Source: an optimization exercise on an open RTL-to-GDS flow (aim: small area, a short achievable clock period and few clock cycles per item). Production flows keep margins and buffers that such runs may drop. Function was checked by simulation only, so behaviour that the tests miss may differ from the original. Power figures rest on the tool's default switching activity, not on a simulated workload.

Setup of run A:
==> flow/design.v (excerpt) <==
module haptic_pattern_sequencer (
  input  logic               clk_i,
  input  logic               rst_ni,
  input  logic               cfg_valid_i,
  output logic               cfg_ready_o,
  input  logic [0:0]         cfg_index_i,
  input  logic [15:0]        cfg_data_i,
  input  logic               in_valid_i,
  output logic               in_stall_o,
  input  logic               func_i,
  input  logic signed [15:0] distance_i,
  output logic               out_valid_o,
  input  logic               out_stall_i,
  output logic [7:0]         motor_level_o,
  output logic               level_written_o,
  output logic               pattern_active_o,
  output logic               pattern_started_o
);
  logic [14:0] thr;
  logic [15:0] cool;
  hps_cfg_regs u_cfg (
    .clk_i       (clk_i),
    .rst_ni      (rst_ni),
    .cfg_valid_i (cfg_valid_i),
    .cfg_ready_o (cfg_ready_o),
    .cfg_index_i (cfg_index_i[0]),
    .cfg_data_i  (cfg_data_i),
    .thr_o       (thr),
    .cool_o      (cool)
  );
  logic ir_v, p_v, k_v, go_q, out_v;
  logic mv, bv, adv, fire, accept;
  assign mv         = !k_v;                      
  assign bv         = k_v || p_v;                
  assign adv        = !out_v || !out_stall_i;    
  assign fire       = adv && bv;
  assign in_stall_o = !go_q;      
  assign accept     = in_valid_i && !k_v;
  always_ff @(posedge clk_i or negedge rst_ni) begin
    if (!rst_ni) begin
      ir_v  <= 1'b0;
      p_v   <= 1'b0;
      k_v     <= 1'b0;
      go_q    <= 1'b1;
      out_v   <= 1'b0;
    end else begin
      if (mv) begin
        ir_v <= accept;
        p_v  <= ir_v;
      end
      k_v     <= bv && !adv;
  ...
==> flow/config.mk <==
export PLATFORM = sky130hd
export DESIGN_NAME = haptic_pattern_sequencer
export DESIGN_NICKNAME = haptic_pattern_sequencer
export VERILOG_FILES = /design/flow/design.v
export SDC_FILE = /design/flow/constraint.sdc
export NUM_CORES = 4
export LEC_CHECK = 0
export CAP_MARGIN = 20
export CORE_MARGIN = 2
export CORE_UTILIZATION = 70
export CTS_BUF_LIST = sky130_fd_sc_hd__clkbuf_4 sky130_fd_sc_hd__clkbuf_8
export SETUP_SLACK_MARGIN = 5
export SLEW_MARGIN = 20
==> flow/constraint.sdc <==
create_clock -name core_clock -period 9.5 [get_ports {clk_i}]
set_input_delay 1.9000 -clock core_clock [delete_from_list [all_inputs] [get_ports {clk_i}]]
set_output_delay 1.9000 -clock core_clock [all_outputs]
set_load 0.01 [all_outputs]
standard.sh (not shown) runs the stock make flow with config.mk's settings and CLKGATE_MAP_FILE= SYNTH_SCRIPT=/design/flow/synth_recipe.tcl, a recipe that flattens the netlist after the stock synthesis.
==> flow/flow/run.sh <==
#!/bin/bash
# Standard layout, with the smallest buffer on each port, and a clock tree of larger sink
# clusters without dummy loads.
set -euo pipefail
bash standard.sh \
  "BUFFER_PORTS_ARGS=-buffer_cell sky130_fd_sc_hd__buf_1" \
  "CTS_ARGS=-sink_clustering_enable -repair_clock_nets -dont_use_dummy_load -buf_list {sky130_fd_sc_hd__clkbuf_4 sky130_fd_sc_hd__clkbuf_8} -sink_clustering_size 100 -sink_clustering_max_diameter 200" \
  finish > standard_flow.log 2>&1
Run A finished every step from synthesis to the final layout, and the layout passed the timing, design-rule and antenna checks.
Testbench counts of run A, summed over its fixed seeds: cycles 32,024, beats 32,000.
What run B does differently from run A at the input level:
- removing CTS_BUF_LIST (formerly sky130_fd_sc_hd__clkbuf_4 sky130_fd_sc_hd__clkbuf_8)
==> flow/flow/run.sh <==
#!/bin/bash
# Standard layout, with the smallest buffer on each port, and a clock tree of larger sink
# clusters without dummy loads.
set -euo pipefail
bash standard.sh \
  "BUFFER_PORTS_ARGS=-buffer_cell sky130_fd_sc_hd__buf_1" \
  "CTS_ARGS=-sink_clustering_enable -repair_clock_nets -dont_use_dummy_load -buf_list {sky130_fd_sc_hd__clkbuf_4 sky130_fd_sc_hd__clkbuf_8} -sink_clustering_size 40 -sink_clustering_max_diameter 60" \
  "SETUP_SLACK_MARGIN=6.05" \
  finish > standard_flow.log 2>&1
[summary]
Run B vs run A: final wirelength up in run B. The worst hold slack on run B is in line with that on run A. Comparing count of plain and timing-repair buffers in the layout for run B and run A, the smaller number came from run A. Run B completed; timing, DRC and antenna clean. Critical path launch point = ir_dist[4]$_DFFE_PN_: run A; critical path launch point = ir_dist[7]$_DFFE_PN_: run B.
Setup changes, run B to run C
- CORE_UTILIZATION: 70 -> 60
- ABC_AREA: unset -> 1
Findings:
- Total via count after detailed routing (run C over run B): increase, 139
- For insertion delay of the later-clocked pin in the worst-skew pair, run B and run C come out practically identical.
- Run B → run C: post-cts repair resize count fell by 5, maximum clock rate rose by about 8%.
diff inputs: run C => run D
- a change of CORE_UTILIZATION from 60 to 70
- an added GPL_TIMING_DRIVEN of 1
## What came out
Changes observed in run D relative to run C: post-place instance area has remained practically unchanged, wire length of the first global-routing pass has increased, number of global-route vias before repair has increased, length of routed met2 wiring has remained practically unchanged, worst IR drop on VDD has increased. Of run D and run C, run D shows the lower number of inserted filler cells in the final layout, with run C above it. Comparing sequential share of cell area for run D and run C, the smaller number came from run C. Maximum number of pins on one net before global-route repair: run C vs run D — no meaningful difference. Comparing met1 layer usage reported by global route for run D and run C, the smaller number came from run C. The lower time the worst path needs with I/O delays and setup came out of run C. As of run D, area enclosed by the die boundary had fallen by more than 10% compared to run C.
> inputs changed (run D -> run E)
- setting CTS_BUF_LIST to sky130_fd_sc_hd__clkbuf_4 sky130_fd_sc_hd__clkbuf_8 for the first time
- removing ABC_AREA (formerly 1)
- removing GPL_TIMING_DRIVEN (formerly 1)
--- a/flow/flow/run.sh
+++ b/flow/flow/run.sh
@@ -7,3 +7,2 @@
   "CTS_ARGS=-sink_clustering_enable -repair_clock_nets -dont_use_dummy_load -buf_list {sky130_fd_sc_hd__clkbuf_4 sky130_fd_sc_hd__clkbuf_8} -sink_clustering_size 40 -sink_clustering_max_diameter 60" \
-  "SETUP_SLACK_MARGIN=6.05" \
   finish > standard_flow.log 2>&1
## What came out
- Every stage of the flow completed for run E, and the final layout passed the timing, design-rule and antenna checks.
- Summary of run E over run D: non-clock inverter total of the final layout -about 70%; power share of the combinational group moved up; fmax moved down; tightest hold margin rose 0.023 ns.
- Comparing routing usage on met3 for run E and run D, the bigger number came from run D.
- Run D vs run E, timing startpoint of the critical path: ir_dist[0]$_DFFE_PN_ vs ir_dist[4]$_DFFE_PN_
- Going from run D to run E, the met2 routed wirelength was found to have gone down by 290 um.
- Between run E and run D, count of mapped cells out of synthesis is higher for run D, run E comes in under that.
- Leading cell type in the layout, fill and taps excluded = nand2_1: run D; leading cell type in the layout, fill and taps excluded = dfrtp_1: run E
### run E -> run F
- a deleted CTS_BUF_LIST that had been sky130_fd_sc_hd__clkbuf_4 sky130_fd_sc_hd__clkbuf_8
- an added ABC_AREA of 1
--- a/flow/flow/run.sh
+++ b/flow/flow/run.sh
@@ -7,2 +7,3 @@
   "CTS_ARGS=-sink_clustering_enable -repair_clock_nets -dont_use_dummy_load -buf_list {sky130_fd_sc_hd__clkbuf_4 sky130_fd_sc_hd__clkbuf_8} -sink_clustering_size 40 -sink_clustering_max_diameter 60" \
+  "SETUP_SLACK_MARGIN=6.4" \
   finish > standard_flow.log 2>&1
[summary]
Having completed the whole flow, run F delivered a layout that passed the timing, design-rule and antenna checks. Any difference in global routing usage on met3 between run F and run E is small enough to ignore. Against run E as the reference, run F delivers a lower portion of total power attributed to sequential cells. Relative to run E, number of buffers other than clock buffers in the final layout has increased by 22% in run F. Going from run E to run F, clock distribution area overhead in the final layout ~0 delta; routed wirelength normalized by instance count now sits lower.

## re-timing with driven ports
No port has a modelled driver above. Below, the same layouts with a new extraction and two added sets of constraints.
Step 1: set_driving_cell puts a clkbuf_16 on clk_i and a buf_2 on each other input, an assumption about the parent block.
Step 2 adds t to the input delays and takes it off the output delays; t is the mean of the earliest and latest rising clock arrival at the registers after step 1. Input paths then give back, and output paths get back, about the clock's delay inside the block.
Slacks: no drivers / after step 1 / after step 2; pairs: no drivers / after step 1.
run	shift t [ns]	slack for setup (ns)	clock arrival spread, ns	worst register clock-pin slew, ns	worst slew at a driven data input, ns
run A	0.374	5.668 / 5.668 / 5.668	0.035 / 0.035	0.10 / 0.10	0.04
run B	0.379	5.994 / 5.994 / 5.843	0.036 / 0.036	0.11 / 0.11	0.04
run C	0.389	6.257 / 6.268 / 5.879	0.030 / 0.029	0.10 / 0.10	0.04
run D	0.378	6.215 / 6.215 / 5.869	0.029 / 0.029	0.10 / 0.10	0.04
run E	0.374	5.668 / 5.668 / 5.668	0.035 / 0.035	0.10 / 0.10	0.04
run F	0.380	6.241 / 6.241 / 6.189	0.029 / 0.028	0.10 / 0.10	0.04
After both steps every run listed still meets setup and hold. For run C, which loses most, drivers alone change the setup slack by +0.011 ns; drivers and shift together by -0.378 ns.
